This is an optimization exercise on Yosys and OpenROAD, whose aim is small area and a short achievable clock period, not a production implementation. No run shown here included a check of the RTL's function; only the layout flow was run. Power is estimated from default activity; no workload was simulated.

===== design/flow/flow/run.sh =====
#!/bin/bash
# Standard ORFS layout (the standard.sh) with:
#  - small plain buffers on the ports instead of the delay cell that
#    buffer_ports picks by default;
#  - clock tree built from clkbuf_16 sink clusters, without dummy loads.
set -e
export BUFFER_PORTS_ARGS="-buffer_cell sky130_fd_sc_hd__buf_2"
export CTS_ARGS="-sink_clustering_enable -repair_clock_nets -dont_use_dummy_load -buf_list sky130_fd_sc_hd__clkbuf_16 -sink_clustering_size 25 -sink_clustering_max_diameter 80"
bash standard.sh > standard.log 2>&1

===== design/flow/standard.sh =====
#!/bin/bash
# synth_recipe.tcl (not shown) runs the flow's synth.tcl, then flattens the netlist and writes it again
# the make line also repeats each setting of config.mk as NAME=value (left out here)
make -C /OpenROAD-flow-scripts/flow DESIGN_CONFIG=/design/flow/config.mk WORK_HOME=/design/flow/orfs CLKGATE_MAP_FILE= SYNTH_SCRIPT=/design/flow/synth_recipe.tcl "${@:-finish}"

===== design/flow/config.mk =====
export PLATFORM = sky130hd
export DESIGN_NAME = zic_mmr_ctrl
export DESIGN_NICKNAME = zic_mmr_ctrl
export VERILOG_FILES = /design/flow/design.v
export SDC_FILE = /design/flow/constraint.sdc
export NUM_CORES = 4
export LEC_CHECK = 0
export CAP_MARGIN = 20
export CORE_MARGIN = 2
export CORE_UTILIZATION = 60
export PLACE_DENSITY = 0.75
export SETUP_SLACK_MARGIN = 1.8
export SLEW_MARGIN = 20
export SYNTH_HIERARCHICAL = 1

===== design/flow/constraint.sdc =====
create_clock -name core_clock -period 4.0 [get_ports {zic_clk}]
set_input_delay 0.8000 -clock core_clock [delete_from_list [all_inputs] [get_ports {zic_clk}]]
set_output_delay 0.8000 -clock core_clock [all_outputs]
set_load 0.01 [all_outputs]

===== design/flow/design.v =====
`timescale 1ns/100ps
package zic_pkg;
	localparam int ZIC_ADDR_W = 16;
	localparam int ZIC_DATA_W = 32;
	localparam int ZIC_BYTE_W = 8;
	localparam int ZIC_IDX_W  = 6;
	typedef logic [ZIC_ADDR_W-1:0] zic_addr_t;
	typedef logic [ZIC_DATA_W-1:0] zic_data_t;
	typedef logic [ZIC_BYTE_W-1:0] zic_byte_t;
	typedef logic [ZIC_IDX_W-1:0]  zic_irq_idx_t;
	localparam int ZIC_OFS_W      = 2;
	localparam int ZIC_REG_STRIDE = 4;
	typedef logic [ZIC_OFS_W-1:0] zic_reg_sel_e;
	localparam zic_reg_sel_e ZIC_SEL_IP   = 2'd0;
	localparam zic_reg_sel_e ZIC_SEL_IE   = 2'd1;
	localparam zic_reg_sel_e ZIC_SEL_ATTR = 2'd2;
	localparam zic_reg_sel_e ZIC_SEL_CTL  = 2'd3;
	localparam zic_byte_t ZIC_ATTR_VAL = 8'hC0;
	localparam zic_byte_t ZIC_CTL_RST_TOP  = 8'hFF;
	localparam int        ZIC_CTL_RST_STEP = 4;
	function automatic logic [ZIC_BYTE_W-1:0] zic_ctl_reset_value(input logic [31:0] idx);
		logic [31:0] dec;
		dec = ZIC_CTL_RST_STEP * idx;
		zic_ctl_reset_value = ZIC_CTL_RST_TOP - dec[ZIC_BYTE_W-1:0];
	endfunction
endpackage
`timescale 1ns/100ps
module zic_mmr_decode (
	input  logic src_i,
	input  logic src_n_i,
	input  logic wdt_n_i,
	input  logic ctl_ld_i,      
	input  logic ctl_wr_n_i,    
	input  logic ip_set_i,      
	input  logic ip_wr_n_i,     
	input  logic ie_set_i,      
	input  logic ie_wr_n_i,     
	output logic ctl_ld_o,
	output logic ctl_hold_o,
	output logic ip_set_n_o,
	output logic ip_keep_n_o,
	output logic ie_set_n_o,
	output logic ie_keep_n_o
);
	zic_mmr_dec_and2 u_ctl_ld (
		.a_i (src_i),
		.b_i (ctl_ld_i),
		.y_o (ctl_ld_o)
	);
	zic_mmr_dec_o21a u_ctl_hold (
		.a_i (src_n_i),
		.b_i (ctl_wr_n_i),
		.c_i (wdt_n_i),
		.y_o (ctl_hold_o)
	);
	assign ip_set_n_o  = !(src_i && ip_set_i);
	assign ip_keep_n_o = !((src_n_i || ip_wr_n_i) && wdt_n_i);
	assign ie_set_n_o  = !(src_i && ie_set_i);
	assign ie_keep_n_o = !((src_n_i || ie_wr_n_i) && wdt_n_i);
endmodule
module zic_mmr_dec_and2 (
	input  logic a_i,
	input  logic b_i,
	output logic y_o
);
	assign y_o = a_i && b_i;
endmodule
module zic_mmr_dec_o21a (
	input  logic a_i,
	input  logic b_i,
	input  logic c_i,
	output logic y_o
);
	assign y_o = (a_i || b_i) && c_i;
endmodule
module zic_mmr_dec_src (
	input  logic a_i,
	input  logic b_i,
	input  logic c_i,
	output logic src_o
);
	assign src_o = a_i && b_i && c_i;
endmodule
module zic_mmr_dec_src_n (
	input  logic a_i,
	input  logic b_i,
	input  logic c_i,
	output logic src_n_o
);
	assign src_n_o = !(a_i && b_i && c_i);
endmodule
`timescale 1ns/100ps
module zic_pend_en_bank (
	input  logic zic_clk,
	input  logic zic_rst,
	input  logic set_n_i,
	input  logic keep_n_i,
	input  logic vld_i,
	input  logic hw_i,
	output logic q_o
);
	always_ff @(posedge zic_clk or negedge zic_rst)
	begin
		if (!zic_rst)
			q_o <= 1'b0;
		else
			q_o <= !set_n_i || (!keep_n_i && (vld_i ? hw_i : q_o));
	end
endmodule
`timescale 1ns/100ps
module zic_level_bank #(
	parameter logic RST_VAL = 1'b1
)
(
	input  logic zic_clk,
	input  logic zic_rst,
	input  logic ld_i,
	input  logic hold_i,
	input  logic d_i,
	output logic q_o
);
	always_ff @(posedge zic_clk or negedge zic_rst)
	begin
		if (!zic_rst)
			q_o <= RST_VAL;
		else
			q_o <= (ld_i & d_i) | (hold_i & q_o);
	end
endmodule
`timescale 1ns/100ps
module zic_mmr_readback #(
	parameter int NUM_IRQ = 48
)
(
	input  logic [NUM_IRQ-1:0] sel_i,
	input  logic [NUM_IRQ-1:0] d_i,
	input  logic               blk_n_i,
	output logic               q_o
);
	localparam int NG = NUM_IRQ / 3;
	logic [NG-1:0] grp_n;
	for (genvar g = 0; g < NG; g++)
	begin : g_grp
		zic_mmr_rb3 u_rb3 (
			.s_i   (sel_i[3*g +: 3]),
			.d_i   (d_i[3*g +: 3]),
			.y_n_o (grp_n[g])
		);
	end
	logic [3:0] or4;
	logic [1:0] nor2;
	for (genvar k = 0; k < 4; k++)
	begin : g_n4
		zic_mmr_rb_nand4 u_n4 (
			.a_i (grp_n[4*k +: 4]),
			.y_o (or4[k])
		);
	end
	for (genvar k = 0; k < 2; k++)
	begin : g_n2
		zic_mmr_rb_nor2 u_n2 (
			.a_i (or4[2*k +: 2]),
			.y_o (nor2[k])
		);
	end
	zic_mmr_rb_aoi u_out (
		.a_i     (nor2),
		.blk_n_i (blk_n_i),
		.y_o     (q_o)
	);
endmodule
module zic_mmr_rb_nand4 (
	input  logic [3:0] a_i,
	output logic       y_o
);
	assign y_o = !(&a_i);
endmodule
module zic_mmr_rb_nor2 (
	input  logic [1:0] a_i,
	output logic       y_o
);
	assign y_o = !(|a_i);
endmodule
module zic_mmr_rb_aoi (
	input  logic [1:0] a_i,
	input  logic       blk_n_i,
	output logic       y_o
);
	assign y_o = !((&a_i) || blk_n_i);
endmodule
module zic_mmr_rb3 (
	input  logic [2:0] s_i,
	input  logic [2:0] d_i,
	output logic       y_n_o
);
	assign y_n_o = !(|(s_i & d_i));
endmodule
`timescale 1ns/100ps
module zic_mmr_ctrl #(
	parameter int                 NUM_IRQ  = 48,
	parameter zic_pkg::zic_addr_t MMR_BASE = 16'h1000
)
(
	input  logic                zic_clk,
	input  logic                zic_rst,
	input  logic                wdt_reset_i,
	input  zic_pkg::zic_addr_t  zic_mmr_write_addr_i,
	input  zic_pkg::zic_data_t  zic_mmr_write_data_i,
	input  logic                zic_mmr_write_en_i,
	input  zic_pkg::zic_addr_t  zic_mmr_read_addr_i,
	input  logic                zic_mmr_read_en_i,
	input  logic [NUM_IRQ-1:0]  zic_int_pending_i,
	input  logic                zic_int_pending_valid_i,
	input  logic [NUM_IRQ-1:0]  zic_int_enable_i,
	input  logic                zic_int_enable_valid_i,
	output logic [NUM_IRQ-1:0]  zic_int_en_o,
	output zic_pkg::zic_data_t  zic_mmr_read_data_o,
	output logic                zic_mmr_read_valid_o
);
	localparam int BW = zic_pkg::ZIC_BYTE_W;
	logic [15:0] wa, ra;
	assign wa = zic_mmr_write_addr_i;
	assign ra = zic_mmr_read_addr_i;
	logic wr_blk, rd_blk;
	assign wr_blk = zic_mmr_write_en_i && (wa[15:8] == MMR_BASE[15:8]);
	assign rd_blk = zic_mmr_read_en_i  && (ra[15:8] == MMR_BASE[15:8]);
	logic [3:0] wg1, wg2, rg1, rg2;
	logic [2:0] wg3, rg3;
	for (genvar i = 0; i < 4; i++)
	begin : g_pre
		assign wg1[i] = (wa[3:2] == i);
		assign wg2[i] = (wa[5:4] == i);
		assign rg1[i] = (ra[3:2] == i);
		assign rg2[i] = (ra[5:4] == i);
		if (i < 3)
		begin : g_top
			assign wg3[i] = (wa[7:6] == i);
			assign rg3[i] = (ra[7:6] == i);
		end
	end
	logic wdt, wdt_n;
	logic ctl_wr, ctl_wr_ld, ctl_wr_n, ip_wr_n, ip_set, ie_wr_n, ie_set;
	assign wdt      = wdt_reset_i;
	assign wdt_n    = !wdt_reset_i;
	assign ctl_wr   = wr_blk && (wa[1:0] == zic_pkg::ZIC_SEL_CTL);
	assign ctl_wr_ld = ctl_wr && !wdt_reset_i;
	assign ctl_wr_n = !ctl_wr;
	assign ip_wr_n  = !(wr_blk && wa[1:0] == zic_pkg::ZIC_SEL_IP);
	assign ip_set   = !ip_wr_n && zic_mmr_write_data_i[0] && !wdt_reset_i;
	assign ie_wr_n  = !(wr_blk && wa[1:0] == zic_pkg::ZIC_SEL_IE);
	assign ie_set   = !ie_wr_n && zic_mmr_write_data_i[0] && !wdt_reset_i;
	logic [NUM_IRQ-1:0]    ip_q, ie_q, rd_src;
	logic [NUM_IRQ*BW-1:0] ctl_q;
	for (genvar s = 0; s < NUM_IRQ; s++)
	begin : g_src
		localparam logic [BW-1:0] RST_VAL = zic_pkg::zic_ctl_reset_value(s);
		logic src, src_n;
		logic ctl_ld, ctl_hold, ip_set_n, ip_keep_n, ie_set_n, ie_keep_n;
		zic_mmr_dec_src u_wsrc (
			.a_i   (wg1[s % 4]),
			.b_i   (wg2[(s / 4) % 4]),
			.c_i   (wg3[s / 16]),
			.src_o (src)
		);
		zic_mmr_dec_src_n u_wsrc_n (
			.a_i     (wg1[s % 4]),
			.b_i     (wg2[(s / 4) % 4]),
			.c_i     (wg3[s / 16]),
			.src_n_o (src_n)
		);
		zic_mmr_dec_src u_rsrc (
			.a_i   (rg1[s % 4]),
			.b_i   (rg2[(s / 4) % 4]),
			.c_i   (rg3[s / 16]),
			.src_o (rd_src[s])
		);
		zic_mmr_decode u_dec (
			.src_i       (src),
			.src_n_i     (src_n),
			.wdt_n_i     (wdt_n),
			.ctl_ld_i    (ctl_wr_ld),
			.ctl_wr_n_i  (ctl_wr_n),
			.ip_set_i    (ip_set),
			.ip_wr_n_i   (ip_wr_n),
			.ie_set_i    (ie_set),
			.ie_wr_n_i   (ie_wr_n),
			.ctl_ld_o    (ctl_ld),
			.ctl_hold_o  (ctl_hold),
			.ip_set_n_o  (ip_set_n),
			.ip_keep_n_o (ip_keep_n),
			.ie_set_n_o  (ie_set_n),
			.ie_keep_n_o (ie_keep_n)
		);
		for (genvar b = 0; b < BW; b++)
		begin : g_ctl
			zic_level_bank #(
				.RST_VAL (RST_VAL[b])
			) u_bit (
				.zic_clk (zic_clk),
				.zic_rst (zic_rst),
				.ld_i    (ctl_ld),
				.hold_i  (ctl_hold),
				.d_i     (zic_mmr_write_data_i[b]),
				.q_o     (ctl_q[s*BW + b])
			);
		end
		zic_pend_en_bank u_ip (
			.zic_clk  (zic_clk),
			.zic_rst  (zic_rst),
			.set_n_i  (ip_set_n),
			.keep_n_i (ip_keep_n),
			.vld_i    (zic_int_pending_valid_i),
			.hw_i     (zic_int_pending_i[s]),
			.q_o      (ip_q[s])
		);
		zic_pend_en_bank u_ie (
			.zic_clk  (zic_clk),
			.zic_rst  (zic_rst),
			.set_n_i  (ie_set_n),
			.keep_n_i (ie_keep_n),
			.vld_i    (zic_int_enable_valid_i),
			.hw_i     (zic_int_enable_i[s]),
			.q_o      (ie_q[s])
		);
	end
	assign zic_int_en_o = ie_q;
	logic [BW+1:0] rd_bit;
	logic          rd_hit;
	assign rd_hit = rd_blk && !(ra[7] && ra[6]);
	for (genvar b = 0; b < BW + 2; b++)
	begin : g_rd
		logic [NUM_IRQ-1:0] col;
		for (genvar s = 0; s < NUM_IRQ; s++)
		begin : g_col
			if (b < BW)
				assign col[s] = ctl_q[s*BW + b];
			else if (b == BW)
				assign col[s] = ie_q[s];
			else
				assign col[s] = ip_q[s];
		end
		zic_mmr_readback #(
			.NUM_IRQ (NUM_IRQ)
		) u_rd (
			.sel_i   (rd_src),
			.d_i     (col),
			.blk_n_i (!rd_blk),
			.q_o     (rd_bit[b])
		);
	end
	logic          valid_q;
	logic          hit_q;
	logic [BW+1:0] rd_q;
	always_ff @(posedge zic_clk or negedge zic_rst)
	begin
		if (!zic_rst)
			valid_q <= 1'b0;
		else
			valid_q <= zic_mmr_read_en_i;
	end
	always_ff @(posedge zic_clk)
	begin
		hit_q <= rd_hit;
		rd_q  <= rd_bit;
	end
	assign zic_mmr_read_valid_o = valid_q;
	assign zic_mmr_read_data_o  = {rd_q[BW-1:0], {2{hit_q}}, 6'd0, 7'd0, rd_q[BW], 7'd0, rd_q[BW+1]};
endmodule

==> results of run 1 <==
==> repair_timing <==
action / CTS / global route
resized for setup: 129 / 123
pin swaps: 159 / 199
gates cloned: 10 / 10
endpoints found under the setup margin: 490 / 464
setup buffers: 15 / 27
==> synthesized netlist by cell type (3+ instances only) <==
cell	number
sky130_fd_sc_hd__nand4_1	40
sky130_fd_sc_hd__nor4_1	3
sky130_fd_sc_hd__nor2b_1	12
sky130_fd_sc_hd__dfstp_2	256
sky130_fd_sc_hd__a21oi_2	10
sky130_fd_sc_hd__and2_1	52
sky130_fd_sc_hd__nand2_1	96
sky130_fd_sc_hd__and3_1	96
sky130_fd_sc_hd__a222oi_1	160
sky130_fd_sc_hd__dfrtp_1	225
sky130_fd_sc_hd__buf_4	22
sky130_fd_sc_hd__nor2_1	26
sky130_fd_sc_hd__nand3_1	48
sky130_fd_sc_hd__mux2i_1	96
sky130_fd_sc_hd__o21a_1	48
sky130_fd_sc_hd__dfxtp_1	11
sky130_fd_sc_hd__o21ai_1	192
sky130_fd_sc_hd__a22o_1	384
==> cell type report <==
cell class	count	area, µm²	share of cell area
Multi-Input combinational cell	1315	10400	0.398
Timing Repair Buffer	280	1940	0.0742
Tap cell	468	586	0.0223
Sequential cell	492	12600	0.480
Inverter	2	11.3	0.000430
Antenna cell	1	2.50	0.0000955
Clock buffer	26	651	0.0248
==> metrics by stage <==
stage,hold WS [ns],instances,total power [µW]
floorplan,0.462,1813,5450
global placement,0.477,2495,5890
detailed placement,0.480,2495,5910
CTS,0.233,2546,8620
global route,0.234,2583,8930
finish,0.181,2584,8690
==> metal layers <==
layer,routed length [µm],up-vias
li1,-,8102
met2,35700,1433
met4,3410,0
met3,11200,235
met1,30300,9838
met5,0,-
==> power by group through the flow <==
stage	Clock [µW]	Combinational (µW)	Sequential [µW]
floorplan	0	285	5170
global placement	0	722	5160
detailed placement	0	739	5170
CTS	2750	796	5080
global route	2920	922	5090
finish	2740	870	5080
==> flip-flops by register name (all words and copies together) (netlist names) <==
signal / cells
g_src.g_ctl.u_bit.q_o: 384
g_src.u_ie.q_o: 48
g_src.u_ip.q_o: 48
hit_q: 1
rd_q: 10
valid_q: 1
==> modules after synthesis, one instance, submodules excluded, a selection <==
module | cells inside | area (µm²) | copies in the design
zic_mmr_ctrl | 76 | 682 | 1
zic_mmr_rb3 | 1 | 10.0 | 160
zic_mmr_dec_src | 1 | 6.26 | 96
zic_mmr_rb_aoi | 1 | 8.76 | 10
zic_mmr_decode | 4 | 17.5 | 48
zic_mmr_dec_src_n | 1 | 5.00 | 48
zic_mmr_dec_and2 | 1 | 6.26 | 48
zic_mmr_rb_nand4 | 1 | 6.26 | 40
zic_mmr_dec_o21a | 1 | 7.51 | 48
zic_mmr_rb_nor2 | 1 | 3.75 | 20
zic_pend_en_bank | 3 | 40.0 | 96
==> final timing paths <==
path,slack (ns),end
worst max-delay path,1.66,rd_q[9]
worst min-delay path,0.18,g_src[37].u_ip.q_o
worst max register to register,2.01,rd_q[8]
worst min register to register,0.50,g_src[10].g_ctl[3].u_bit.q_o
max in group asynchronous,2.71,g_src[6].g_ctl[1].u_bit.q_o
min in group core_clock,0.34,valid_q
==> kinds of logic (layout without fill, tap and decap cells) <==
group	Yosys count	after routing	share of synthesized area
compound gates	795	795	0.288
buf+inv	24	308	0.00779
flops	492	492	0.567
mux	96	96	0.0433
other cells	1	21	0.000169
simple gates	386	404	0.0937
==> impl_metrics.sql, run 1 <==
INSERT INTO impl_metrics (metric_group, metric, value, unit) VALUES
('layout', 'synthToLayoutAreaGrowth', '18.2', '%'),
('detailed_routing', 'wirelength', '80600', 'µm'),
('critical_path', 'cpMaxStageDelayCell', 'sky130_fd_sc_hd__a222oi_1', ''),
('clock_network', 'tritoncts_clock_tree', 'done', ''),
('layout', 'most_used_cells_in_the_layout_excluding_fill_and_tap_cells', 'sky130_fd_sc_hd__a22o_1 (384), sky130_fd_sc_hd__dfstp_2 (256), sky130_fd_sc_hd__dfrtp_1 (225)', ''),
('grt', 'met1_usage', '0.548', ''),
('placed_design', 'place.gp.congestion', '0.893', ''),
('timing', 'timing.slew.headroom', '0.161', ''),
('power_and_ir_drop', 'max_rail_drop_vdd', '0.361', 'mV'),
('power_and_ir_drop', 'sequentialPowerShare', '0.585', ''),
('logic_synthesis', 'synth_largest_area_cell', 'sky130_fd_sc_hd__dfstp_2', ''),
('layout', 'layout.cells.most_common', 'sky130_fd_sc_hd__a22o_1', ''),
('timing', 'period_share', '0.585', ''),
('clock_network', 'clock_latency', '0.59', 'ns'),
('grt', 'grt_first_pass_wirelength', '118000', 'µm'),
('die', 'die-area', '0.0385', 'mm²'),
('critical_path', 'critPathLaunchType', 'input port', ''),
('layout', 'nets', '2284', ''),
('power_and_ir_drop', 'combinationalPowerShare', '0.100', ''),
('timing', 'final_max_slew_viol_count', '0', ''),
('clock_network', 'cts_made_buffers', '26', ''),
('timing', 'hold_viol_final', '0', ''),
('clock_network', 'cts_root_buf', 'sky130_fd_sc_hd__clkbuf_16', ''),
('logic_synthesis', 'synthDominantCellAreaShare', '0.303', ''),
('min_path', 'worst_hold_path_type', 'in2async', ''),
('clock_network', 'cts-root-to-sink-buffers', '3', ''),
('timing', 'fmaxAchievable', '0.428', 'GHz'),
('critical_path', 'cp.depth', '7', ''),
('timing', 'finalSetupViolations', '0', ''),
('critical_path', 'critical_path_peak_fanout', '6', ''),
('die', 'fp-row-count', '70', ''),
('placed_design', 'dpl_cell_area', '0.0242', 'mm²'),
('clock_network', 'htree_num_levels', '1', ''),
('grt', 'global_router_s_overall_resource_usage', '0.404', ''),
('power_and_ir_drop', 'static-leakage-power', '0.0111', 'µW'),
('run', 'drv_cap', '0', ''),
('layout', 'final_core_density', '0.717', ''),
('grt', 'globalRoute.busiestLayer', 'met2', ''),
('die', 'ioPinCount', '248', ''),
('timing', 'post-route-worst-setup-slack', '1.66', 'ns'),
('logic_synthesis', 'syn-mean-instance-area', '12.4', 'µm²'),
('layout', 'layout-drive-gt1-share', '0.361', ''),
('run_status', 'status', 'no timing/DRC/antenna violations', ''),
('grt', 'grt_max_degree', '145', ''),
('placed_design', 'dpl.hpwl', '48100', 'µm'),
('die', 'initial_core_util', '0.607', ''),
('logic_synthesis', 'postSynthRegisterBits', '492', ''),
('power_and_ir_drop', 'power_density', '332', 'mW/mm²'),
('critical_path', 'critPathRequiredTime', '4.45', 'ns'),
('placed_design', 'input_output_buffers', '201', ''),
('power_and_ir_drop', 'clkPwrFrac', '0.315', ''),
('logic_synthesis', 'dominantRegCellSynth', 'sky130_fd_sc_hd__dfstp_2', ''),
('detailed_routing', 'drt_first_iter_violations', '2830', ''),
('detailed_routing', 'detail_route.drc_violations', '0', ''),
('critical_path', 'critPathArrivalTime', '2.79', 'ns'),
('grt', 'grt_pass1_vias', '19100', ''),
('critical_path', 'timing.critical_path.from', 'zic_mmr_read_addr_i[6]', ''),
('logic_synthesis', 'synth.cell_area', '0.0222', 'mm²'),
('detailed_routing', 'avgRoutedWirePerCell', '31.2', 'µm'),
('logic_synthesis', 'synth_cell_types', '32', ''),
('power_and_ir_drop', 'power_switching_share', '0.255', ''),
('clock_network', 'clock_transition_time_at_the_flip_flop_clock_pins_of_the_worst_setup_and_hold_paths', '0.10', 'ns'),
('logic_synthesis', 'ys_top_cells_by_area', 'sky130_fd_sc_hd__dfstp_2 (30%), sky130_fd_sc_hd__dfrtp_1 (25%), sky130_fd_sc_hd__a22o_1 (15%)', ''),
('timing', 'fin_worst_skew', '0.0656', 'ns'),
('grt', 'groute.layer.met3.usage', '0.129', ''),
('critical_path', 'endpoint_kind', 'flip-flop', ''),
('layout', 'postLayoutCellArea', '0.0262', 'mm²'),
('grt', 'globalRouteMet2Util', '0.617', ''),
('timing', 'rsz_0062_raised_after_global_routing', 'yes', ''),
('timing', 'layout_min_cycle_time', '2.34', 'ns'),
('detailed_routing', 'drt_first_pass_iters', '8', '');
==> run 2: changes to the inputs <==
--- a/design/flow/config.mk
+++ b/design/flow/config.mk
@@ -10,5 +10,6 @@
 export CORE_UTILIZATION = 60
 export PLACE_DENSITY = 0.75
-export SETUP_SLACK_MARGIN = 1.8
+export SETUP_SLACK_MARGIN = 2.2
 export SLEW_MARGIN = 20
 export SYNTH_HIERARCHICAL = 1
+export TNS_END_PERCENT = 0
==> run 2 against run 1 <==
Still clean. Hold slack improved by 0.027 ns. Combinational power shrank 8.0%. Clock-buffer cell count fell by 2. Die area unchanged. Cell count down 1.3%. Utilization shrank 2.6 points. Flip-flop and latch count unchanged. Routed wire length fell by 3.5%. Critical path depth did not move. Global-route usage is 0.65 points lower. Non-clock buffer count fell by 25. Highest routed layer is now met5.
==> impl_metrics.sql, run 2 <==
INSERT INTO impl_metrics (metric_group, metric, value, unit) VALUES
('min_path', 'worst_hold_path_type', 'in2async', ''),
('logic_synthesis', 'synthDominantCellAreaShare', '0.303', ''),
('clock_network', 'clock_latency', '0.57', 'ns'),
('detailed_routing', 'avgRoutedWirePerCell', '30.5', 'µm'),
('clock_network', 'cts_made_buffers', '24', ''),
('die', 'placeableCoreArea', '0.0365', 'mm²'),
('grt', 'grt_first_pass_wirelength', '116000', 'µm'),
('layout', 'postLayoutCellArea', '0.0253', 'mm²'),
('critical_path', 'critPathRequiredTime', '4.45', 'ns'),
('logic_synthesis', 'syn-mean-instance-area', '12.4', 'µm²'),
('placed_design', 'dpl.hpwl', '47900', 'µm'),
('critical_path', 'timing.rr.start', 'g_src[18].u_ip.q_o', ''),
('logic_synthesis', 'synth_most_common_cell', 'sky130_fd_sc_hd__a22o_1', ''),
('logic_synthesis', 'postSynthRegisterBits', '492', ''),
('grt', 'grt-ovfl-total', '0', ''),
('grt', 'global_router_s_overall_resource_usage', '0.397', ''),
('placed_design', 'place_ws', '0.690', 'ns'),
('layout', 'top_regs', 'g_src.g_ctl.u_bit.q_o (384), g_src.u_ie.q_o (48), g_src.u_ip.q_o (48)', ''),
('logic_synthesis', 'synth.top_cells.by_count', 'sky130_fd_sc_hd__a22o_1 (384), sky130_fd_sc_hd__dfstp_2 (256), sky130_fd_sc_hd__dfrtp_1 (225), sky130_fd_sc_hd__o21ai_1 (192), sky130_fd_sc_hd__a222oi_1 (160)', ''),
('logic_synthesis', 'synth_cell_types', '32', ''),
('run', 'drv_cap', '0', ''),
('die', 'die-area', '0.0385', 'mm²'),
('logic_synthesis', 'main_combinational_cell_family_by_area_after_synthesis', 'compound AO/OA/AOI/OAI gates', ''),
('placed_design', 'input_output_buffers', '201', ''),
('die', 'fp.dieW', '196', 'µm'),
('logic_synthesis', 'sequential_element_share_of_the_synthesized_area', '0.567', ''),
('grt', 'grt_antenna_before_repair', '3', ''),
('critical_path', 'crit-reg2reg-capture', 'rd_q[9]', ''),
('timing', 'hold_ws', '0.207', 'ns'),
('logic_synthesis', 'synth_simple_gate_area_share', '0.0937', ''),
('power_and_ir_drop', 'power', '8530', 'µW'),
('timing', 'fin_setup_tns', '0', 'ns'),
('logic_synthesis', 'share_of_synthesized_flip_flops_with_an_asynchronous_set_or_reset', '0.978', ''),
('clock_network', 'tritoncts_clock_tree', 'done', ''),
('timing', 'timing.slew.headroom', '0.199', ''),
('logic_synthesis', 'synth-edff-count', '0', ''),
('die', 'initial_core_util', '0.607', ''),
('layout', 'most_used_cells_in_the_layout_excluding_fill_and_tap_cells', 'sky130_fd_sc_hd__a22o_1 (384), sky130_fd_sc_hd__dfstp_2 (256), sky130_fd_sc_hd__dfrtp_1 (225)', ''),
('timing', 'worst-slew-pin-transition', '1.20', 'ns'),
('timing', 'finalSetupViolations', '0', ''),
('critical_path', 'critical_path_peak_fanout', '8', ''),
('logic_synthesis', 'synth-compound-area-share', '0.288', ''),
('die', 'die_height', '196', 'µm'),
('die', 'fp-row-count', '70', ''),
('critical_path', 'critPathArrivalTime', '2.85', 'ns'),
('clock_network', 'clock_sink_count', '492', ''),
('critical_path', 'crit_type', 'in2reg', ''),
('logic_synthesis', 'synth.cell_area', '0.0222', 'mm²'),
('placed_design', 'dpl_cell_area', '0.0241', 'mm²'),
('detailed_routing', 'via_per_inst', '7.55', ''),
('clock_network', 'cts-root-to-sink-buffers', '3', ''),
('critical_path', 'worst_setup_path_endpoint', 'rd_q[5]', ''),
('timing', 'post-route-worst-setup-slack', '1.60', 'ns'),
('grt', 'grt_pass1_vias', '18800', ''),
('logic_synthesis', 'dominantRegCellSynth', 'sky130_fd_sc_hd__dfstp_2', ''),
('timing', 'final_max_slew_viol_count', '0', ''),
('layout', 'nets', '2251', ''),
('logic_synthesis', 'synth_xor_area_frac', '0', ''),
('grt', 'grt_max_degree', '107', ''),
('timing', 'rsz_0062_raised_after_global_routing', 'yes', ''),
('layout', 'layout-drive-gt1-share', '0.313', ''),
('clock_network', 'clock_transition_time_at_the_flip_flop_clock_pins_of_the_worst_setup_and_hold_paths', '0.11', 'ns'),
('clock_network', 'cts_root_buf', 'sky130_fd_sc_hd__clkbuf_16', ''),
('layout', 'fill_cells', '2682', ''),
('logic_synthesis', 'post_synth_mux_area_share', '0.0433', ''),
('critical_path', 'worstRegToRegCells', '4', ''),
('timing', 'period_share', '0.600', ''),
('timing', 'fmaxAchievable', '0.417', 'GHz'),
('critical_path', 'reg2reg_setup_slack', '1.93', 'ns'),
('detailed_routing', 'detail_route.drc_violations', '0', ''),
('detailed_routing', 'drt_first_iter_violations', '2790', ''),
('clock_network', 'htree_num_levels', '1', ''),
('die', 'ioPinCount', '248', ''),
('timing', 'hold_viol_final', '0', ''),
('logic_synthesis', 'synth_fa_ha_area_frac', '0', ''),
('placed_design', 'place.gp.congestion', '0.918', ''),
('layout', 'layout.cells.most_common', 'sky130_fd_sc_hd__a22o_1', ''),
('power_and_ir_drop', 'max_rail_drop_vdd', '0.312', 'mV'),
('power_and_ir_drop', 'power_density', '338', 'mW/mm²'),
('detailed_routing', 'wirelength', '77800', 'µm'),
('timing', 'layout_min_cycle_time', '2.40', 'ns'),
('logic_synthesis', 'ys_top_cells_by_area', 'sky130_fd_sc_hd__dfstp_2 (30%), sky130_fd_sc_hd__dfrtp_1 (25%), sky130_fd_sc_hd__a22o_1 (15%)', ''),
('critical_path', 'timing.critical_path.from', 'zic_mmr_read_addr_i[7]', ''),
('layout', 'synthToLayoutAreaGrowth', '13.9', '%'),
('layout', 'top_register', 'g_src.g_ctl.u_bit.q_o', ''),
('logic_synthesis', 'cell_count_after_synthesis', '1794', ''),
('power_and_ir_drop', 'static-leakage-power', '0.0107', 'µW'),
('timing', 'fin_worst_skew', '0.0344', 'ns'),
('logic_synthesis', 'synth_largest_area_cell', 'sky130_fd_sc_hd__dfstp_2', ''),
('detailed_routing', 'drt_first_pass_iters', '9', ''),
('critical_path', 'endpoint_kind', 'flip-flop', ''),
('logic_synthesis', 'yosys_warnings', '10', ''),
('run_status', 'status', 'no timing/DRC/antenna violations', ''),
('clock_network', 'postCtsHoldBufs', '0', ''),
('detailed_routing', 'drtAntennaViolNets', '0', ''),
('critical_path', 'critPathLaunchType', 'input port', ''),
('detailed_routing', 'detailroute.via_count', '19300', ''),
('layout', 'largest_register_ff_count', '384', '');
==> run 2: cell types whose count changed in the layout (fill, tap and decap cells not counted), moves of 11 or more <==
cell | before | now
sky130_fd_sc_hd__and2_1 | 1 | 30
sky130_fd_sc_hd__and2_2 | 50 | 20
sky130_fd_sc_hd__and3_1 | 60 | 78
sky130_fd_sc_hd__and3_4 | 20 | 7
sky130_fd_sc_hd__o21a_1 | 0 | 31
sky130_fd_sc_hd__o21a_2 | 0 | 11
sky130_fd_sc_hd__o21a_4 | 48 | 6
==> run 2: per-stage QoR <==
step | std cells | util
floorplan | 1813 | -
global placement | 2501 | 0.660
detailed placement | 2501 | 0.660
CTS | 2538 | 0.686
global route | 2550 | 0.692
finish | 2551 | 0.692
==> run 2: final cells by class <==
| class | count | area (µm²) | share of cell area |
|---|---|---|---|
| Clock buffer | 24 | 601 | 0.0238 |
| Multi-Input combinational cell | 1309 | 9930 | 0.393 |
| Antenna cell | 1 | 2.50 | 0.0000990 |
| Sequential cell | 492 | 12600 | 0.498 |
| Timing Repair Buffer | 255 | 1550 | 0.0615 |
| Tap cell | 468 | 586 | 0.0232 |
| Inverter | 2 | 11.3 | 0.000446 |
==> run 2: cell families after synthesis <==
group           after synthesis
compound gates              795
flops                       492
simple gates                386
mux                          96
buf+inv                      24
other cells                   1
==> run 2: repair_timing <==
item                       4_1_cts  5_1_grt
buffers inserted                 4        8
hold endpoints to repair         0        0
resized for setup               96       35
pin swaps                       41       20
setup endpoints to repair      548      551
cloned                           9        3
==> run 2: where the power goes <==
| group | total, µW | switching (µW) | internal, µW |
|---|---|---|---|
| Clock | 2650 | 1570 | 1070 |
| Sequential | 5090 | 46.6 | 5040 |
| Combinational | 800 | 567 | 233 |
| Total | 8530 | 2190 | 6350 |
==> run 2: routing by layer <==
layer  track usage  up-vias  share of wire
li1              -     8028              -
met1         0.553     9683           0.39
met2         0.605     1351           0.44
met3         0.111      187           0.13
met4         0.136        2          0.037
met5             0        -        0.00014
==> run 2: how the worst min path moves through the flow <==
| stage | from | end |
|---|---|---|
| final | zic_rst | g_src[38].g_ctl[7].u_bit.q_o |
| after global routing | zic_rst | g_src[37].g_ctl[2].u_bit.q_o |
| after CTS | zic_rst | g_src[38].g_ctl[7].u_bit.q_o |
| after detailed placement | g_src[30].g_ctl[6].u_bit.q_o | g_src[30].g_ctl[6].u_bit.q_o |
| after global placement | g_src[15].g_ctl[4].u_bit.q_o | g_src[15].g_ctl[4].u_bit.q_o |
| after floorplan | g_src[12].g_ctl[4].u_bit.q_o | g_src[12].g_ctl[4].u_bit.q_o |
==> run 2: worst max-delay path, cell delays in order <==
cell                       delay (ns)
sky130_fd_sc_hd__buf_4           0.16
sky130_fd_sc_hd__nor2b_4         0.17
sky130_fd_sc_hd__and3_1          0.34
sky130_fd_sc_hd__a222oi_1        0.62
sky130_fd_sc_hd__nand4_1         0.34
sky130_fd_sc_hd__nor2_1          0.31
sky130_fd_sc_hd__a21oi_2         0.10
==> run 2: Yosys stat by module, one instance, submodules excluded, a selection <==
module	times used	cells
zic_mmr_rb_aoi	10	1
zic_mmr_dec_src_n	48	1
zic_mmr_decode	48	4
zic_mmr_dec_and2	48	1
zic_mmr_ctrl	1	76
zic_mmr_rb3	160	1
zic_mmr_dec_o21a	48	1
zic_pend_en_bank	96	3
zic_mmr_rb_nand4	40	1
zic_mmr_rb_nor2	20	1
zic_mmr_dec_src	96	1
==> run 3: changes to the inputs <==
--- a/design/flow/design.v
+++ b/design/flow/design.v
@@ -90,4 +90,40 @@
 	assign src_n_o = !(a_i && b_i && c_i);
 endmodule
+module zic_mmr_dec_blk (
+	input  logic [7:0] hi_i,    
+	input  logic       en_i,
+	output logic       blk_o
+);
+	logic u, v, w, p, q;
+	zic_mmr_dec_nor2 u_u (.a_i (hi_i[7]), .b_i (hi_i[6]), .y_o (u));
+	zic_mmr_dec_nor2 u_v (.a_i (hi_i[5]), .b_i (hi_i[3]), .y_o (v));
+	zic_mmr_dec_nor2 u_w (.a_i (hi_i[2]), .b_i (hi_i[1]), .y_o (w));
+	zic_mmr_dec_nand2 u_p (.a_i (hi_i[4]), .b_i (en_i), .y_o (p));
+	zic_mmr_dec_nor2 u_q (.a_i (hi_i[0]), .b_i (p), .y_o (q));
+	zic_mmr_dec_and4 u_blk (.a_i (u), .b_i (v), .c_i (w), .d_i (q), .y_o (blk_o));
+endmodule
+module zic_mmr_dec_nor2 (
+	input  logic a_i,
+	input  logic b_i,
+	output logic y_o
+);
+	assign y_o = !(a_i || b_i);
+endmodule
+module zic_mmr_dec_nand2 (
+	input  logic a_i,
+	input  logic b_i,
+	output logic y_o
+);
+	assign y_o = !(a_i && b_i);
+endmodule
+module zic_mmr_dec_and4 (
+	input  logic a_i,
+	input  logic b_i,
+	input  logic c_i,
+	input  logic d_i,
+	output logic y_o
+);
+	assign y_o = a_i && b_i && c_i && d_i;
+endmodule
 `timescale 1ns/100ps
 module zic_pend_en_bank (
@@ -223,6 +259,14 @@
 	assign ra = zic_mmr_read_addr_i;
 	logic wr_blk, rd_blk;
-	assign wr_blk = zic_mmr_write_en_i && (wa[15:8] == MMR_BASE[15:8]);
-	assign rd_blk = zic_mmr_read_en_i  && (ra[15:8] == MMR_BASE[15:8]);
+	zic_mmr_dec_blk u_wr_blk (
+		.hi_i  (wa[15:8]),
+		.en_i  (zic_mmr_write_en_i),
+		.blk_o (wr_blk)
+	);
+	zic_mmr_dec_blk u_rd_blk (
+		.hi_i  (ra[15:8]),
+		.en_i  (zic_mmr_read_en_i),
+		.blk_o (rd_blk)
+	);
 	logic [3:0] wg1, wg2, rg1, rg2;
 	logic [2:0] wg3, rg3;
--- a/design/flow/config.mk
+++ b/design/flow/config.mk
@@ -8,6 +8,6 @@
 export CAP_MARGIN = 20
 export CORE_MARGIN = 2
-export CORE_UTILIZATION = 60
-export PLACE_DENSITY = 0.75
+export CORE_UTILIZATION = 50
+export PLACE_DENSITY = 0.7
 export SETUP_SLACK_MARGIN = 2.2
 export SLEW_MARGIN = 20
==> run 3 against run 2 <==
First-iteration DRC count grew 1.6%. Still clean on timing, DRC and antenna. Highest routed layer unchanged. Via count down 1.8%. Synthesized cell count up 0.22%.
==> impl_metrics.sql, run 3 <==
INSERT INTO impl_metrics (metric_group, metric, value, unit) VALUES
('timing', 'timing.slew.headroom', '0.318', ''),
('grt', 'globalRoute.busiestLayer', 'met2', ''),
('power_and_ir_drop', 'sequentialPowerShare', '0.591', ''),
('timing', 'fin_setup_tns', '0', 'ns'),
('detailed_routing', 'drtAntennaViolNets', '0', ''),
('layout', 'top_regs', 'g_src.g_ctl.u_bit.q_o (384), g_src.u_ie.q_o (48), g_src.u_ip.q_o (48)', ''),
('logic_synthesis', 'synth_most_common_cell', 'sky130_fd_sc_hd__a22o_1', ''),
('power_and_ir_drop', 'clkPwrFrac', '0.320', ''),
('layout', 'largest_register_ff_count', '384', ''),
('layout', 'most_used_cells_in_the_layout_excluding_fill_and_tap_cells', 'sky130_fd_sc_hd__a22o_1 (384), sky130_fd_sc_hd__dfstp_2 (256), sky130_fd_sc_hd__dfrtp_1 (225)', ''),
('placed_design', 'placedCellCount', '2627', ''),
('clock_network', 'tritoncts_clock_tree', 'done', ''),
('layout', 'final_cells', '2664', ''),
('power_and_ir_drop', 'max_rail_drop_vdd', '0.272', 'mV'),
('grt', 'grt_max_degree', '145', ''),
('power_and_ir_drop', 'total_switching_power', '2190', 'µW'),
('die', 'initial_core_util', '0.504', ''),
('logic_synthesis', 'share_of_synthesized_flip_flops_with_an_asynchronous_set_or_reset', '0.978', ''),
('logic_synthesis', 'synth_largest_area_cell', 'sky130_fd_sc_hd__dfstp_2', ''),
('die', 'fp-row-count', '77', ''),
('layout', 'top_register', 'g_src.g_ctl.u_bit.q_o', ''),
('detailed_routing', 'detail_route.drc_violations', '0', ''),
('layout', 'area_of_the_multi_input_gates', '0.00969', 'mm²'),
('power_and_ir_drop', 'static-leakage-power', '0.0106', 'µW'),
('layout', 'layout.cells.most_common', 'sky130_fd_sc_hd__a22o_1', ''),
('layout', 'seq_area', '0.0126', 'mm²'),
('detailed_routing', 'drt_first_pass_iters', '7', ''),
('timing', 'fmaxAchievable', '0.410', 'GHz'),
('layout', 'fill_cells', '3745', ''),
('die', 'die_height', '215', 'µm'),
('clock_network', 'cts-root-to-sink-buffers', '3', ''),
('critical_path', 'critPathRequiredTime', '4.44', 'ns'),
('clock_network', 'clock_latency', '0.59', 'ns'),
('clock_network', 'cts_made_buffers', '26', ''),
('power_and_ir_drop', 'power_switching_share', '0.255', ''),
('timing', 'period_share', '0.609', ''),
('timing', 'rsz_0062_raised_after_global_routing', 'yes', ''),
('layout', 'nets', '2240', ''),
('run', 'drv_cap', '0', ''),
('clock_network', 'clock_transition_time_at_the_flip_flop_clock_pins_of_the_worst_setup_and_hold_paths', '0.10', 'ns'),
('logic_synthesis', 'synth.cell_area', '0.0222', 'mm²'),
('timing', 'post-route-worst-setup-slack', '1.56', 'ns'),
('critical_path', 'crit_type', 'in2reg', ''),
('critical_path', 'critPathLaunchType', 'input port', ''),
('placed_design', 'place.gp.congestion', '0.930', ''),
('detailed_routing', 'via_per_inst', '7.09', ''),
('die', 'placeableCoreArea', '0.0439', 'mm²'),
('timing', 'fin_worst_skew', '0.0406', 'ns'),
('power_and_ir_drop', 'power_density', '342', 'mW/mm²'),
('logic_synthesis', 'yosys_warnings', '10', ''),
('grt', 'groute.layer.met3.usage', '0.0539', ''),
('grt', 'met1_usage', '0.473', ''),
('power_and_ir_drop', 'internal-power', '6420', 'µW'),
('grt', 'grt-ovfl-total', '0', ''),
('logic_synthesis', 'postSynthRegisterBits', '492', ''),
('placed_design', 'dpl.hpwl', '49900', 'µm'),
('grt', 'globalRouteMet2Util', '0.484', ''),
('logic_synthesis', 'cell_count_after_synthesis', '1798', ''),
('timing', 'final_max_slew_viol_count', '0', ''),
('grt', 'global_router_s_overall_resource_usage', '0.318', ''),
('die', 'die-area', '0.0460', 'mm²'),
('run_status', 'status', 'no timing/DRC/antenna violations', ''),
('detailed_routing', 'drt_first_iter_violations', '2834', ''),
('timing', 'layout_min_cycle_time', '2.44', 'ns'),
('logic_synthesis', 'ys_top_cells_by_area', 'sky130_fd_sc_hd__dfstp_2 (30%), sky130_fd_sc_hd__dfrtp_1 (25%), sky130_fd_sc_hd__a22o_1 (15%)', ''),
('min_path', 'worst_hold_path_type', 'in2async', ''),
('logic_synthesis', 'synth.top_cells.by_count', 'sky130_fd_sc_hd__a22o_1 (384), sky130_fd_sc_hd__dfstp_2 (256), sky130_fd_sc_hd__dfrtp_1 (225), sky130_fd_sc_hd__o21ai_1 (192), sky130_fd_sc_hd__a222oi_1 (160)', ''),
('clock_network', 'htree_num_levels', '1', ''),
('grt', 'grt_antenna_before_repair', '4', ''),
('logic_synthesis', 'syn-mean-instance-area', '12.3', 'µm²'),
('timing', 'hold_viol_final', '0', ''),
('critical_path', 'worstRegToRegCells', '4', ''),
('detailed_routing', 'detailroute.via_count', '18900', ''),
('timing', 'worst-slew-pin-transition', '1.02', 'ns'),
('critical_path', 'critical_path_peak_fanout', '8', ''),
('logic_synthesis', 'dominantRegCellSynth', 'sky130_fd_sc_hd__dfstp_2', ''),
('critical_path', 'timing.critical_path.from', 'zic_mmr_read_addr_i[7]', ''),
('placed_design', 'place_ws', '0.663', 'ns'),
('detailed_routing', 'wirelength', '76400', 'µm'),
('critical_path', 'critPathArrivalTime', '2.87', 'ns'),
('layout', 'layout-drive-gt1-share', '0.281', ''),
('clock_network', 'cts_root_buf', 'sky130_fd_sc_hd__clkbuf_16', ''),
('logic_synthesis', 'synth_cell_types', '25', ''),
('detailed_routing', 'avgRoutedWirePerCell', '28.7', 'µm'),
('critical_path', 'endpoint_kind', 'flip-flop', ''),
('logic_synthesis', 'synthDominantCellAreaShare', '0.304', ''),
('clock_network', 'clock_sink_count', '492', ''),
('timing', 'hold_ws', '0.270', 'ns'),
('grt', 'grt_first_pass_wirelength', '115000', 'µm'),
('logic_synthesis', 'synth-edff-count', '0', ''),
('power_and_ir_drop', 'combinationalPowerShare', '0.090', ''),
('timing', 'finalSetupViolations', '0', ''),
('placed_design', 'input_output_buffers', '201', ''),
('critical_path', 'timing.rr.start', 'g_src[45].u_ip.q_o', ''),
('grt', 'grt_pass1_vias', '18500', ''),
('logic_synthesis', 'sequential_element_share_of_the_synthesized_area', '0.568', ''),
('layout', 'synthToLayoutAreaGrowth', '13.6', '%'),
('die', 'fp.dieW', '215', 'µm'),
('die', 'ioPinCount', '248', '');
-- run 3: critical path, stage by stage --
cell	delay, ns
sky130_fd_sc_hd__buf_8	0.11
sky130_fd_sc_hd__nor2b_4	0.17
sky130_fd_sc_hd__and3_4	0.21
sky130_fd_sc_hd__a222oi_1	0.68
sky130_fd_sc_hd__nand4_1	0.49
sky130_fd_sc_hd__nor2_2	0.32
sky130_fd_sc_hd__a21oi_2	0.07
-- run 3: cell type report --
class | instances | area share
antenna | 1 | 0.0000995
clock buffer | 26 | 0.0259
inverter | 2 | 0.000448
multi-input combinational | 1305 | 0.385
sequential | 492 | 0.500
tap | 592 | 0.0294
timing repair buffer | 246 | 0.0590
-- run 3: repair_timing --
item | in CTS | in global routing
gates resized for setup | 46 | 14
pin swaps | 16 | 14
cloned | 1 | 3
endpoints found under the setup margin | 533 | 551
hold buffers | 0 | 0
buffers inserted | 6 | 0
-- run 3: final timing paths --
check / endpoint / slack, ns
worst max-delay path: rd_q[9] / 1.56
worst min-delay path: g_src[25].u_ip.q_o / 0.27
worst max register to register: rd_q[9] / 1.88
worst min register to register: g_src[36].g_ctl[7].u_bit.q_o / 0.50
max in group asynchronous: g_src[1].g_ctl[3].u_bit.q_o / 2.69
min in group core_clock: valid_q / 0.37
-- run 3: modules after synthesis, one instance, submodules excluded, excerpt --
module / cells inside / cell area (µm²)
zic_mmr_rb3: 1 / 10.0
zic_mmr_dec_nand2: 1 / 3.75
zic_mmr_rb_nor2: 1 / 3.75
zic_mmr_ctrl: 68 / 607
zic_pend_en_bank: 3 / 40.0
zic_mmr_dec_and4: 1 / 8.76
zic_mmr_decode: 4 / 17.5
zic_mmr_dec_and2: 1 / 6.26
zic_mmr_dec_src_n: 1 / 5.00
zic_mmr_dec_nor2: 1 / 3.75
zic_mmr_rb_nand4: 1 / 6.26
zic_mmr_dec_o21a: 1 / 7.51
-- run 3: cells by family (layout without fill, tap and decap cells) --
logic type,Yosys count,count (layout),share of synthesized area
other,1,21,0.000169
muxes,96,96,0.0434
and+or+nand+nor,390,394,0.0931
buffers and inverters,24,274,0.00779
DFF,492,492,0.568
AOI/OAI and AO/OA,795,795,0.288
-- run 3: metal layers --
metal	part of all wire	wire length, µm
met5	0.00016	12
met4	0.024	1860
met2	0.45	34300
met3	0.10	7930
met1	0.42	32300
-- run 3: through the flow --
stage	area, µm²	total power (µW)	util
floorplan	22200	5440	-
global placement	24200	5890	0.551
detailed placement	24200	5910	0.552
CTS	25100	8620	0.571
global route	25200	8880	0.573
finish	25200	8620	0.573
-- run 3: power by group through the flow --
stage / registers (µW) / clock network [µW] / logic [µW]
floorplan: 5170 / 0 / 275
global placement: 5170 / 0 / 720
detailed placement: 5170 / 0 / 737
CTS: 5090 / 2780 / 757
global route: 5090 / 2960 / 830
finish: 5090 / 2750 / 773

-- afterwards: timing with drivers on the ports --
In the flow no input, the clock included, has a driving cell. The finished layouts below were timed again as built, in two steps. Step 1 sets driving cells, clkbuf_16 on the clock port and buf_2 on the other inputs (assumed; they add their load-dependent delay and slew). Step 2 adds t to the input delays and takes it off the output delays; t is the mean of the earliest and latest rising clock arrival at the registers after step 1. Input paths then give back, and output paths get back, about the clock's delay inside the block. Three values: ideal ports, drivers, drivers and shift; two values: the first two.
run	t, ns	slack for setup (ns)	worst setup path at the end	worst slew at a driven data input, ns
run 1	0.613	1.661 / 1.598 / 0.984	input to register	0.13
run 2	0.615	1.599 / 1.602 / 0.987	input to register	0.09
run 3	0.626	1.564 / 1.556 / 0.930	input to register	0.10
After both steps every run listed still meets setup and hold. For run 1, which loses most, drivers alone change the setup slack by -0.063 ns; drivers and shift together by -0.677 ns.
